From an optimization exercise on the open Yosys and OpenROAD flow, aimed at small area, a short achievable clock period and few clock cycles per item; shortcuts taken in it are not production practice.
No functional check of the RTL was part of any run shown here.
Power and IR drop assume default switching activity.

==> flow/design.v, too long to show whole: its modules and the start of the top module <==
// module csa_fa: 9 lines
// module csa_ha: 8 lines
// module binary_neuron: 905 lines
module binary_neuron (
    input  logic                    clk,
    input  logic                    reset,
    input  logic                    in_valid,
    output logic                    in_ready,
    input  logic [320:0]            in_req,
    output logic                    out_valid,
    input  logic                    out_ready,
    output logic [9:0]              out_sum
);
  // ...
==> flow/flow/run.sh <==
#!/bin/bash
# The standard layout (standard.sh: ORFS synthesis to final layout), with
# two changes:
#  - the input and output ports are buffered with the smallest buffer,
#    sky130_fd_sc_hd__buf_1, instead of the cell buffer_ports picks by default
#    (clkdlybuf4s50_1); later repair steps may still resize them;
#  - clock tree synthesis adds no dummy loads to the clock tree.
set -euo pipefail
export BUFFER_PORTS_ARGS="-buffer_cell sky130_fd_sc_hd__buf_1"
export CTS_ARGS="-sink_clustering_enable -repair_clock_nets -buf_list sky130_fd_sc_hd__clkbuf_8 -dont_use_dummy_load"
bash standard.sh > standard_flow.log 2>&1
==> flow/standard.sh <==
#!/bin/bash
# synth_recipe.tcl (not shown) runs the flow's synth.tcl, then flattens the netlist and writes it again
# the make line also repeats each setting of config.mk as NAME=value (left out here)
make -C /OpenROAD-flow-scripts/flow DESIGN_CONFIG=/design/flow/config.mk WORK_HOME=/design/flow/orfs CLKGATE_MAP_FILE= SYNTH_SCRIPT=/design/flow/synth_recipe.tcl "${@:-finish}"
==> flow/config.mk <==
export PLATFORM = sky130hd
export DESIGN_NAME = binary_neuron
export DESIGN_NICKNAME = binary_neuron
export VERILOG_FILES = /design/flow/design.v
export SDC_FILE = /design/flow/constraint.sdc
export NUM_CORES = 4
export LEC_CHECK = 0
export CAP_MARGIN = 20
export CORE_MARGIN = 2
export CORE_UTILIZATION = 40
export CTS_BUF_LIST = sky130_fd_sc_hd__clkbuf_8
export SLEW_MARGIN = 20
export SYNTH_HIERARCHICAL = 1
export SYNTH_MINIMUM_KEEP_SIZE = 0
==> flow/constraint.sdc <==
create_clock -name core_clock -period 6.0 [get_ports {clk}]
set_input_delay 1.2000 -clock core_clock [delete_from_list [all_inputs] [get_ports {clk}]]
set_output_delay 1.2000 -clock core_clock [all_outputs]
set_load 0.01 [all_outputs]
==> flow_summary.json, run 1 <==
{
  "power.share.combinational_pct": 68.1,
  "bufAreaShareNonClock_pct": 8.66,
  "worst_hold_path.num_cells": 1,
  "worstSetupPathDepth": 5,
  "multi_input_area_share_pct": 59.3,
  "worst_slack_ns": 3.03,
  "post_synth_and_or_nand_nor_area_fraction_pct": 12.7,
  "grt_pass1_vias": 8872,
  "worst-path-max-fanout": 1,
  "maximum_operating_frequency_mhz": 336,
  "synth_top_area_share_pct": 38.6,
  "yosysMostFrequentCell": "fa_1",
  "postRouteAntennaNets": 0,
  "met1_length_mm": 13.0,
  "non_clock_buffers": 336,
  "p_sw_share_pct": 42.6,
  "setup_total_negative_slack_ns": 0,
  "layout.cells.most_common_list": "buf_1, fa_1, nor2_1",
  "worst-endpoint-arrival_ns": 3.29,
  "yosys_most_used_dff": "dfxtp_1",
  "port_buffer_count": 336,
  "clock_cell_area_share_pct": 1.61,
  "post_synth_main_area_contributors": "fa_1, dfxtp_1, xnor2_1, edfxtp_1, nor2_1",
  "routed_wire_length_per_instance_um": 17.0,
  "critical_path_required_ns": 6.32,
  "yosys_warnings": 8,
  "tritoncts.num_buffers": 17,
  "status": "no timing/DRC/antenna violations",
  "slew-limit-headroom_pct": 60.1,
  "period_minus_slack_ns": 2.97
}
==> run 2, diff against run 1 <==
--- a/flow/design.v
+++ b/flow/design.v
@@ -214,17 +214,17 @@
     wire p2_61 = in_req[75] ^ (~in_req[3] & (in_req[73] | in_req[74]));
     wire q3_61 = ~(in_req[76] ^ (~in_req[3] & (in_req[73] | in_req[74] | in_req[75])));
     wire p1_62 = in_req[70] ^ (~in_req[2] & in_req[69]);
     wire p2_62 = in_req[71] ^ (~in_req[2] & (in_req[69] | in_req[70]));
     wire q3_62 = ~(in_req[72] ^ (~in_req[2] & (in_req[69] | in_req[70] | in_req[71])));
     wire p1_63 = in_req[66] ^ (~in_req[1] & in_req[65]);
     wire p2_63 = in_req[67] ^ (~in_req[1] & (in_req[65] | in_req[66]));
     wire q3_63 = ~(in_req[68] ^ (~in_req[1] & (in_req[65] | in_req[66] | in_req[67])));
-    logic r1_s57, r1_s59, r1_s61, r1_s123, r1_s125, r1_s127, r1_s129, r1_s131, r1_s133, r1_s135, r1_c58, r1_c60, r1_c62, r1_s137, r1_s139, r1_s141, r1_s143, r1_s145, r1_c122, r1_c124, r1_c126, r1_c128, r1_c130, r1_c132, r1_c134, r1_c136, r1_s203, r1_s205, r1_s207, r1_s209, r1_s211, r1_s213, r1_s215, r1_s217, r1_s219, r1_s221, r1_s223, r1_s225, r1_s227, r1_s229, r1_s231, r1_c138, r1_c140, r1_c142, r1_c144, r1_c146, r1_s233, r1_s235, r1_s311, r1_s313, r1_c204, r1_c206, r1_c208, r1_c210, r1_c212, r1_c214, r1_c216, r1_c218, r1_c220, r1_c222, r1_c224, r1_c226, r1_c228, r1_c230, r1_c232, r1_s315, r1_s317, r1_s319, r1_s321, r1_s323, r1_s325, r1_s327, r1_s329, r1_s331, r1_s333, r1_s335, r1_s337, r1_s339, r1_s341, r1_c234, r1_c236, r1_c314, r1_c316, r1_c318, r1_c320, r1_c322, r1_c324, r1_c326, r1_c328, r1_c330, r1_c332, r1_c334, r1_c336, r1_c338, r1_c340, r1_c342, r1_s393, r1_s395, r1_s397, r1_s399, r1_s401, r1_s403, r1_s405, r1_c394, r1_c396, r1_c398, r1_c400, r1_c402, r1_c404, r1_c406;
+    logic r1_s57, r1_s59, r1_s61, r1_s135, r1_c58, r1_c60, r1_c62, r1_s137, r1_s139, r1_s141, r1_s143, r1_s145, r1_s147, r1_s149, r1_s217, r1_s219, r1_s221, r1_s223, r1_s225, r1_s227, r1_s229, r1_s231, r1_c138, r1_c140, r1_c142, r1_c144, r1_c146, r1_s233, r1_s235, r1_c148, r1_c150, r1_s237, r1_s239, r1_s241, r1_s243, r1_s245, r1_c218, r1_c220, r1_c222, r1_c224, r1_c226, r1_c228, r1_c230, r1_c232, r1_s315, r1_s317, r1_s319, r1_s321, r1_s323, r1_s325, r1_s327, r1_s329, r1_s331, r1_s333, r1_s335, r1_s337, r1_s339, r1_s341, r1_c234, r1_c236, r1_c238, r1_c240, r1_c242, r1_c244, r1_c246, r1_s343, r1_s345, r1_s347, r1_c314, r1_c316, r1_c318, r1_c320, r1_c322, r1_c324, r1_c326, r1_c328, r1_c330, r1_c332, r1_c334, r1_c336, r1_c338, r1_c340, r1_c342, r1_s393, r1_s395, r1_s397, r1_s399, r1_s401, r1_s403, r1_s405, r1_c344, r1_c346, r1_c348, r1_c394, r1_c396, r1_c398, r1_c400, r1_c402, r1_c404, r1_c406;
     logic r2_s447, r2_c392, r2_s449, r2_c448, r2_s475, r2_c450, r2_s477, r2_s489, r2_c476, r2_s491, r2_c478, r2_c488, r2_s497, r2_c490, r2_c492, r2_c498, r2_s63, r2_s157, r2_s271, r2_s391, r2_s159;
     wire s1 = ~(in_req[317] ^ in_req[313]);
     wire c2 = in_req[317] | in_req[313];
     wire s3, c4;
     csa_fa u_s3 (.a(in_req[309]), .b(in_req[305]), .c(in_req[301]), .s(s3), .co(c4));
     wire s5, c6;
     csa_fa u_s5 (.a(in_req[297]), .b(in_req[293]), .c(in_req[289]), .s(s5), .co(c6));
     wire s7, c8;
@@ -363,27 +363,27 @@
     csa_fa u_s139 (.a(c48), .b(c50), .c(c52), .s(s139), .co(c140));
     wire s141, c142;
     csa_fa u_s141 (.a(c54), .b(c56), .c(s109), .s(s141), .co(c142));
     wire s143, c144;
     csa_fa u_s143 (.a(s111), .b(s113), .c(s115), .s(s143), .co(c144));
     wire s145, c146;
     csa_fa u_s145 (.a(s117), .b(s119), .c(s121), .s(s145), .co(c146));
     wire s147, c148;
-    csa_fa u_s147 (.a(r1_s123), .b(r1_s125), .c(r1_s127), .s(s147), .co(c148));
+    csa_fa u_s147 (.a(s123), .b(s125), .c(s127), .s(s147), .co(c148));
     wire s149, c150;
-    csa_fa u_s149 (.a(r1_s129), .b(r1_s131), .c(r1_s133), .s(s149), .co(c150));
+    csa_fa u_s149 (.a(s129), .b(s131), .c(s133), .s(s149), .co(c150));
     wire s151, c152;
     csa_fa u_s151 (.a(r1_s135), .b(r1_c58), .c(r1_c60), .s(s151), .co(c152));
     wire s153, c154;
     csa_fa u_s153 (.a(r1_c62), .b(r1_s137), .c(r1_s139), .s(s153), .co(c154));
     wire s155, c156;
     csa_fa u_s155 (.a(r1_s141), .b(r1_s143), .c(r1_s145), .s(s155), .co(c156));
     wire s157, c158;
-    csa_fa u_s157 (.a(s147), .b(s149), .c(c64), .s(s157), .co(c158));
+    csa_fa u_s157 (.a(r1_s147), .b(r1_s149), .c(c64), .s(s157), .co(c158));
     wire s159, c160;
     csa_fa u_s159 (.a(s151), .b(s153), .c(s155), .s(s159), .co(c160));
     wire s161 = ~(p2_0 ^ p2_1);
     wire c162 = p2_0 | p2_1;
     wire s163, c164;
     csa_fa u_s163 (.a(p2_2), .b(p2_3), .c(p2_4), .s(s163), .co(c164));
     wire s165, c166;
     csa_fa u_s165 (.a(p2_5), .b(p2_6), .c(p2_7), .s(s165), .co(c166));
@@ -453,41 +453,41 @@
     csa_fa u_s229 (.a(s191), .b(s193), .c(s195), .s(s229), .co(c230));
     wire s231, c232;
     csa_fa u_s231 (.a(s197), .b(s199), .c(s201), .s(s231), .co(c232));
     wire s233, c234;
     csa_fa u_s233 (.a(c110), .b(c112), .c(c114), .s(s233), .co(c234));
     wire s235, c236;
     csa_fa u_s235 (.a(c116), .b(c118), .c(c120), .s(s235), .co(c236));
     wire s237, c238;
-    csa_fa u_s237 (.a(r1_c122), .b(r1_c124), .c(r1_c126), .s(s237), .co(c238));
+    csa_fa u_s237 (.a(c122), .b(c124), .c(c126), .s(s237), .co(c238));
     wire s239, c240;
-    csa_fa u_s239 (.a(r1_c128), .b(r1_c130), .c(r1_c132), .s(s239), .co(c240));
+    csa_fa u_s239 (.a(c128), .b(c130), .c(c132), .s(s239), .co(c240));
     wire s241, c242;
-    csa_fa u_s241 (.a(r1_c134), .b(r1_c136), .c(r1_s203), .s(s241), .co(c242));
+    csa_fa u_s241 (.a(c134), .b(c136), .c(s203), .s(s241), .co(c242));
     wire s243, c244;
-    csa_fa u_s243 (.a(r1_s205), .b(r1_s207), .c(r1_s209), .s(s243), .co(c244));
+    csa_fa u_s243 (.a(s205), .b(s207), .c(s209), .s(s243), .co(c244));
     wire s245, c246;
-    csa_fa u_s245 (.a(r1_s211), .b(r1_s213), .c(r1_s215), .s(s245), .co(c246));
+    csa_fa u_s245 (.a(s211), .b(s213), .c(s215), .s(s245), .co(c246));
     wire s247, c248;
     csa_fa u_s247 (.a(r1_s217), .b(r1_s219), .c(r1_s221), .s(s247), .co(c248));
     wire s249, c250;
     csa_fa u_s249 (.a(r1_s223), .b(r1_s225), .c(r1_s227), .s(s249), .co(c250));
     wire s251, c252;
     csa_fa u_s251 (.a(r1_s229), .b(r1_s231), .c(r1_c138), .s(s251), .co(c252));
     wire s253, c254;
     csa_fa u_s253 (.a(r1_c140), .b(r1_c142), .c(r1_c144), .s(s253), .co(c254));
     wire s255, c256;
     csa_fa u_s255 (.a(r1_c146), .b(r1_s233), .c(r1_s235), .s(s255), .co(c256));
     wire s257, c258;
-    csa_fa u_s257 (.a(c148), .b(c150), .c(s237), .s(s257), .co(c258));
+    csa_fa u_s257 (.a(r1_c148), .b(r1_c150), .c(r1_s237), .s(s257), .co(c258));
     wire s259, c260;
-    csa_fa u_s259 (.a(s239), .b(s241), .c(s243), .s(s259), .co(c260));
+    csa_fa u_s259 (.a(r1_s239), .b(r1_s241), .c(r1_s243), .s(s259), .co(c260));
     wire s261, c262;
-    csa_fa u_s261 (.a(s245), .b(s247), .c(s249), .s(s261), .co(c262));
+    csa_fa u_s261 (.a(r1_s245), .b(s247), .c(s249), .s(s261), .co(c262));
     wire s263, c264;
     csa_fa u_s263 (.a(c152), .b(c154), .c(c156), .s(s263), .co(c264));
     wire s265, c266;
     csa_fa u_s265 (.a(s251), .b(s253), .c(s255), .s(s265), .co(c266));
     wire s267, c268;
     csa_fa u_s267 (.a(s257), .b(s259), .c(s261), .s(s267), .co(c268));
     wire s269, c270;
     csa_fa u_s269 (.a(c158), .b(c160), .c(s263), .s(s269), .co(c270));
@@ -559,21 +559,21 @@
     csa_fa u_s335 (.a(s287), .b(s289), .c(s291), .s(s335), .co(c336));
     wire s337, c338;
     csa_fa u_s337 (.a(s293), .b(s295), .c(s297), .s(s337), .co(c338));
     wire s339, c340;
     csa_fa u_s339 (.a(s299), .b(s301), .c(s303), .s(s339), .co(c340));
     wire s341, c342;
     csa_fa u_s341 (.a(s305), .b(s307), .c(s309), .s(s341), .co(c342));
     wire s343, c344;
-    csa_fa u_s343 (.a(r1_s311), .b(r1_s313), .c(r1_c204), .s(s343), .co(c344));
+    csa_fa u_s343 (.a(s311), .b(s313), .c(c204), .s(s343), .co(c344));
     wire s345, c346;
-    csa_fa u_s345 (.a(r1_c206), .b(r1_c208), .c(r1_c210), .s(s345), .co(c346));
+    csa_fa u_s345 (.a(c206), .b(c208), .c(c210), .s(s345), .co(c346));
     wire s347, c348;
-    csa_fa u_s347 (.a(r1_c212), .b(r1_c214), .c(r1_c216), .s(s347), .co(c348));
+    csa_fa u_s347 (.a(c212), .b(c214), .c(c216), .s(s347), .co(c348));
     wire s349, c350;
     csa_fa u_s349 (.a(r1_c218), .b(r1_c220), .c(r1_c222), .s(s349), .co(c350));
     wire s351, c352;
     csa_fa u_s351 (.a(r1_c224), .b(r1_c226), .c(r1_c228), .s(s351), .co(c352));
     wire s353, c354;
     csa_fa u_s353 (.a(r1_c230), .b(r1_c232), .c(r1_s315), .s(s353), .co(c354));
     wire s355, c356;
     csa_fa u_s355 (.a(r1_s317), .b(r1_s319), .c(r1_s321), .s(s355), .co(c356));
@@ -581,21 +581,21 @@
     csa_fa u_s357 (.a(r1_s323), .b(r1_s325), .c(r1_s327), .s(s357), .co(c358));
     wire s359, c360;
     csa_fa u_s359 (.a(r1_s329), .b(r1_s331), .c(r1_s333), .s(s359), .co(c360));
     wire s361, c362;
     csa_fa u_s361 (.a(r1_s335), .b(r1_s337), .c(r1_s339), .s(s361), .co(c362));
     wire s363, c364;
     csa_fa u_s363 (.a(r1_s341), .b(r1_c234), .c(r1_c236), .s(s363), .co(c364));
     wire s365, c366;
-    csa_fa u_s365 (.a(c238), .b(c240), .c(c242), .s(s365), .co(c366));
+    csa_fa u_s365 (.a(r1_c238), .b(r1_c240), .c(r1_c242), .s(s365), .co(c366));
     wire s367, c368;
-    csa_fa u_s367 (.a(c244), .b(c246), .c(s343), .s(s367), .co(c368));
+    csa_fa u_s367 (.a(r1_c244), .b(r1_c246), .c(r1_s343), .s(s367), .co(c368));
     wire s369, c370;
-    csa_fa u_s369 (.a(s345), .b(s347), .c(c248), .s(s369), .co(c370));
+    csa_fa u_s369 (.a(r1_s345), .b(r1_s347), .c(c248), .s(s369), .co(c370));
     wire s371, c372;
     csa_fa u_s371 (.a(c250), .b(s349), .c(s351), .s(s371), .co(c372));
     wire s373, c374;
     csa_fa u_s373 (.a(s353), .b(s355), .c(s357), .s(s373), .co(c374));
     wire s375, c376;
     csa_fa u_s375 (.a(s359), .b(s361), .c(c252), .s(s375), .co(c376));
     wire s377, c378;
     csa_fa u_s377 (.a(c254), .b(c256), .c(s363), .s(s377), .co(c378));
@@ -637,19 +637,19 @@
     csa_fa u_s413 (.a(r1_c332), .b(r1_c334), .c(r1_c336), .s(s413), .co(c414));
     wire s415, c416;
     csa_fa u_s415 (.a(r1_c338), .b(r1_c340), .c(r1_c342), .s(s415), .co(c416));
     wire s417, c418;
     csa_fa u_s417 (.a(r1_s393), .b(r1_s395), .c(r1_s397), .s(s417), .co(c418));
     wire s419, c420;
     csa_fa u_s419 (.a(r1_s399), .b(r1_s401), .c(r1_s403), .s(s419), .co(c420));
     wire s421, c422;
-    csa_fa u_s421 (.a(r1_s405), .b(c344), .c(c346), .s(s421), .co(c422));
+    csa_fa u_s421 (.a(r1_s405), .b(r1_c344), .c(r1_c346), .s(s421), .co(c422));
     wire s423, c424;
-    csa_fa u_s423 (.a(c348), .b(c350), .c(c352), .s(s423), .co(c424));
+    csa_fa u_s423 (.a(r1_c348), .b(c350), .c(c352), .s(s423), .co(c424));
     wire s425, c426;
     csa_fa u_s425 (.a(c354), .b(c356), .c(c358), .s(s425), .co(c426));
     wire s427, c428;
     csa_fa u_s427 (.a(s407), .b(s409), .c(c360), .s(s427), .co(c428));
     wire s429, c430;
     csa_fa u_s429 (.a(c362), .b(s411), .c(s413), .s(s429), .co(c430));
     wire s431, c432;
     csa_fa u_s431 (.a(s415), .b(s417), .c(s419), .s(s431), .co(c432));
@@ -754,70 +754,49 @@
         end else begin
             stage_valid <= {stage_valid[1:1], accept};
         end
     end
     always_ff @(posedge clk) begin
         r1_s57 <= s57;
         r1_s59 <= s59;
         r1_s61 <= s61;
-        r1_s123 <= s123;
-        r1_s125 <= s125;
-        r1_s127 <= s127;
-        r1_s129 <= s129;
-        r1_s131 <= s131;
-        r1_s133 <= s133;
         r1_s135 <= s135;
         r1_c58 <= c58;
         r1_c60 <= c60;
         r1_c62 <= c62;
         r1_s137 <= s137;
         r1_s139 <= s139;
         r1_s141 <= s141;
         r1_s143 <= s143;
         r1_s145 <= s145;
-        r1_c122 <= c122;
-        r1_c124 <= c124;
-        r1_c126 <= c126;
-        r1_c128 <= c128;
-        r1_c130 <= c130;
-        r1_c132 <= c132;
-        r1_c134 <= c134;
-        r1_c136 <= c136;
-        r1_s203 <= s203;
-        r1_s205 <= s205;
-        r1_s207 <= s207;
-        r1_s209 <= s209;
-        r1_s211 <= s211;
-        r1_s213 <= s213;
-        r1_s215 <= s215;
+        r1_s147 <= s147;
+        r1_s149 <= s149;
         r1_s217 <= s217;
         r1_s219 <= s219;
         r1_s221 <= s221;
         r1_s223 <= s223;
         r1_s225 <= s225;
         r1_s227 <= s227;
         r1_s229 <= s229;
         r1_s231 <= s231;
         r1_c138 <= c138;
         r1_c140 <= c140;
         r1_c142 <= c142;
         r1_c144 <= c144;
         r1_c146 <= c146;
         r1_s233 <= s233;
         r1_s235 <= s235;
-        r1_s311 <= s311;
-        r1_s313 <= s313;
-        r1_c204 <= c204;
-        r1_c206 <= c206;
-        r1_c208 <= c208;
-        r1_c210 <= c210;
-        r1_c212 <= c212;
-        r1_c214 <= c214;
-        r1_c216 <= c216;
+        r1_c148 <= c148;
+        r1_c150 <= c150;
+        r1_s237 <= s237;
+        r1_s239 <= s239;
+        r1_s241 <= s241;
+        r1_s243 <= s243;
+        r1_s245 <= s245;
         r1_c218 <= c218;
         r1_c220 <= c220;
         r1_c222 <= c222;
         r1_c224 <= c224;
         r1_c226 <= c226;
         r1_c228 <= c228;
         r1_c230 <= c230;
         r1_c232 <= c232;
@@ -832,16 +811,24 @@
         r1_s331 <= s331;
         r1_s333 <= s333;
         r1_s335 <= s335;
         r1_s337 <= s337;
         r1_s339 <= s339;
         r1_s341 <= s341;
         r1_c234 <= c234;
         r1_c236 <= c236;
+        r1_c238 <= c238;
+        r1_c240 <= c240;
+        r1_c242 <= c242;
+        r1_c244 <= c244;
+        r1_c246 <= c246;
+        r1_s343 <= s343;
+        r1_s345 <= s345;
+        r1_s347 <= s347;
         r1_c314 <= c314;
         r1_c316 <= c316;
         r1_c318 <= c318;
         r1_c320 <= c320;
         r1_c322 <= c322;
         r1_c324 <= c324;
         r1_c326 <= c326;
         r1_c328 <= c328;
@@ -854,16 +841,19 @@
         r1_c342 <= c342;
         r1_s393 <= s393;
         r1_s395 <= s395;
         r1_s397 <= s397;
         r1_s399 <= s399;
         r1_s401 <= s401;
         r1_s403 <= s403;
         r1_s405 <= s405;
+        r1_c344 <= c344;
+        r1_c346 <= c346;
+        r1_c348 <= c348;
         r1_c394 <= c394;
         r1_c396 <= c396;
         r1_c398 <= c398;
         r1_c400 <= c400;
         r1_c402 <= c402;
         r1_c404 <= c404;
         r1_c406 <= c406;
     end
==> run 2 against run 1 <==
Clock-buffer cell count did not move; critical path depth did not move; die area fell by 1.6%; synthesized cell count fell by 0.95%; hold slack got worse by 0.0094 ns; combinational power fell by 3%; non-clock buffer count did not move; routed wire length fell by 0.54%; utilization fell by 0.28 points; via count rose by 0.40%; total power fell by 3.1%; global-route usage fell by 0.069 points; critical endpoint unchanged; largest power group unchanged.
==> flow_summary.json, run 2 <==
{
  "clock_skew_ns": 0.0262,
  "clock-sinks": 165,
  "power.share.combinational_pct": 68.3,
  "die_height_um": 180,
  "setup_violations": 0,
  "placementRows": 64,
  "net-switching-power_mw": 3.79,
  "crit-reg2reg-launch": "r1_c314$_DFF_P_",
  "timing.final.crit_share_pct": 51.0,
  "pwr-share-seq_pct": 25.1,
  "postCtsSetupRepairBufs": 0,
  "setup_total_negative_slack_ns": 0,
  "die_area_um2": 32400,
  "regMostFlops": "q_data",
  "grt_start_max_net_pins": 17,
  "synth.net_count": 1630,
  "dpl.hpwl_mm": 27.7,
  "gpl.final_weighted_congestion": 0.828,
  "area_growth_pct": 15.9,
  "crit_start": "r1_c314$_DFF_P_",
  "p_int_mw": 5.07,
  "drive_gt1_share_pct": 1.43,
  "worstSetupStartpointType": "flip-flop",
  "yosysMostFrequentCell": "fa_1",
  "post_synth_main_area_contributors": "fa_1, dfxtp_1, xnor2_1, edfxtp_1, nor2_1",
  "yosys_warnings": 8,
  "timing.critical_path.to": "r2_s449$_DFF_P_",
  "synth_top_area_share_pct": 39.2,
  "critical_path_class": "flip-flop to flip-flop",
  "cts_hold_buffers": 0,
  "crit_top_cell": "fa_1",
  "final.fill_count": 2908,
  "worstSetupPathDepth": 5,
  "drcViolationCount": 0,
  "via_per_inst": 4.60,
  "num_io_pins": 337,
  "worst_slack_ns": 2.94,
  "yosys_most_used_dff": "dfxtp_1",
  "netlist_area_um2": 12400,
  "routed_wire_length_per_instance_um": 17.0,
  "synthArstFlopShare_pct": 0,
  "ctsResizeCount": 0,
  "critical_path_required_ns": 6.30,
  "port_buffer_count": 336,
  "syn_inst": 1046,
  "synth.avg_cell_area_um2": 11.8,
  "path_clk_slew_ns": 0.07,
  "maximum_operating_frequency_mhz": 327,
  "tritoncts.num_buffers": 17,
  "post_synth_num_cell_types": 27,
  "period_minus_slack_ns": 3.06,
  "synth_seq_cells": 165,
  "power_density_nw_per_um2": 616,
  "clockRootBuffer": "clkbuf_8",
  "grt_setup_unrepaired": "false",
  "worst_slack_at_placement_ns": 2.52,
  "finalCoreUtilization_pct": 47.0,
  "power.ir.vdd_worst_uv": 692,
  "vias": 8238,
  "yosysTopAreaCell": "fa_1",
  "tritoncts_clock_tree": "built",
  "cts.path.max_buffers": 2,
  "synth_enable_flop_cells": 30,
  "p_sw_share_pct": 42.8,
  "ff2ff_setup_slack_ns": 2.94,
  "globalRoute.totalOverflow": 0,
  "detailedRoute.firstPassIterationCount": 5,
  "layout.cells.most_common_list": "buf_1, fa_1, nor2_1",
  "hold_class": "flip-flop to flip-flop",
  "clock_latency_ns": 0.44,
  "num-nets-final": 1981,
  "first_pass_grt_wire_length_mm": 47.8,
  "antenna_found_initial": 0,
  "final-max-slew-violation-count": 0,
  "setup.worst_path.end_class": "flip-flop",
  "worstPathCellList": "fa_1, fa_1, fa_1, fa_1, fa_1",
  "postRouteAntennaNets": 0,
  "floorplan.initialDensity_pct": 40.5,
  "worst-endpoint-arrival_ns": 3.36,
  "static_power_due_to_leakage_nw": 5.28,
  "synth.cells.most_frequent": "fa_1, nor2_1, dfxtp_1",
  "r2r-end": "r2_s449$_DFF_P_",
  "largest_register_ff_count": 30,
  "die_x_um": 180,
  "timing.final.hold_violations": 0,
  "worst-path-max-fanout": 1,
  "grt_pass1_vias": 8928,
  "clock_tree.htree_level_count": 4,
  "critical_path_buf_inv_count": 0,
  "mostFrequentLayoutCell": "buf_1",
  "first_iter_violations": 324,
  "slew-limit-headroom_pct": 61.6,
  "antenna-diode-count": 0,
  "placeableCoreArea_um2": 30600,
  "routed_wl_mm": 30.4,
  "family_with_the_most_delay_on_the_worst_path": "adder cells",
  "cp_peak_stage_delay_ns": 0.56,
  "grt_util_all_layers_pct": 19.5,
  "share_clk_of_total_power_pct": 6.5,
  "worst_path_max_delay_cell": "fa_1",
  "ff2ff_path_depth": 5,
  "max-cap-violations": 0,
  "status": "no timing/DRC/antenna violations",
  "tightestPinTransition_ns": 0.576,
  "synth.yosys.seq_area_share_pct": 29.1
}
[run 2: how the worst min path moves through the flow]
stage                                          from                        end  slack, ns  cells past startpoint
final                                r2_s63$_DFF_P_     q_data[0][0]$_DFFE_PP_       0.46                      0
after global routing                 r2_s63$_DFF_P_     q_data[0][0]$_DFFE_PP_       0.47                      0
after CTS                            r2_s63$_DFF_P_     q_data[0][0]$_DFFE_PP_       0.46                      0
after detailed placement       q_wr[0]$_SDFFE_PP1P_       q_wr[0]$_SDFFE_PP1P_       0.45                      1
after global placement               r2_s63$_DFF_P_     q_data[2][0]$_DFFE_PP_       0.44                      0
after floorplan           stage_valid[1]$_SDFF_PP0_  stage_valid[2]$_SDFF_PP0_       0.41                      1
[run 2: cell families after synthesis]
family,count (synthesis),share of synthesized area [%]
muxes,2,0.162
and+or+nand+nor,352,12.9
buffers and inverters,42,1.27
AOI/OAI and AO/OA,27,1.70
DFF,165,29.1
adders and majority gates,259,40.9
xor gates and xnor gates,199,14.1
[run 2: power by group through the flow]
stage	combinational, mW	clock [mW]	sequential, mW
after floorplan	4.14	0	2.13
after CTS	6.14	0.595	2.24
after global routing	7.02	0.643	2.27
after detailed placement	6.14	0	2.26
final	6.05	0.576	2.23
after global placement	5.94	0	2.26
[run 2: routing by layer]
| layer | wire length, µm | GRT usage [%] |
|---|---|---|
| met1 | 12700 | 24.7 |
| met3 | 1280 | 3.31 |
| met2 | 16100 | 35.4 |
| met5 | 0 | 0 |
| met4 | 330 | 3.55 |
[run 2: Yosys stat by module, one instance, submodules excluded]
module,cells inside,flops+latches
binary_neuron,803,165
csa_fa,1,0
[run 2: layout make-up]
cell class | count | area (µm²) | area share (%)
clock buffer | 17 | 234 | 1.63
inverter | 38 | 143 | 0.993
multi-input combinational | 839 | 8630 | 60.1
sequential | 165 | 3600 | 25.1
tap | 396 | 495 | 3.45
timing repair buffer | 336 | 1260 | 8.78
[run 2: metrics by stage]
| stage | std cells | hold slack, ns | cell area [µm²] | power [mW] |
|---|---|---|---|---|
| 3_5_place_dp | 1774 | 0.447 | 14100 | 8.41 |
| 4_1_cts | 1791 | 0.463 | 14400 | 8.98 |
| 6_report | 1791 | 0.460 | 14400 | 8.85 |
| 5_1_grt | 1791 | 0.475 | 14400 | 9.93 |
| 2_1_floorplan | 1046 | 0.414 | 12400 | 6.27 |
| 3_3_place_gp | 1774 | 0.437 | 14100 | 8.20 |

==> what the ideal ports hide <==
How much do the figures lean on ideal ports? The routed layouts below were timed once more, with nothing changed but the port constraints.
Step 1 sets driving cells, clkbuf_16 on the clock port and buf_2 on the other inputs (assumed; they add their load-dependent delay and slew).
Step 2, shift: input delay + t, output delay - t, t = (earliest + latest rising clock arrival at the registers) / 2. This alone moves slack from input paths to output paths.
a / b / c = ideal / step 1 / step 2; a / b = the first two.
| run | shift t [ns] | setup slack, ns | worst register clock-pin slew, ns | worst data-port slew with drivers (ns) | cell pins on the clock port's net |
|---|---|---|---|---|---|
| run 1 | 0.484 | 3.026 / 3.026 / 2.822 | 0.09 / 0.09 | 0.07 | 1 |
| run 2 | 0.469 | 2.941 / 2.941 / 2.550 | 0.08 / 0.08 | 0.07 | 1 |
After both steps setup and hold are still met in every run listed. The setup slack of run 2, which loses most, moves by 0.000 ns with the drivers and by -0.391 ns with both steps.
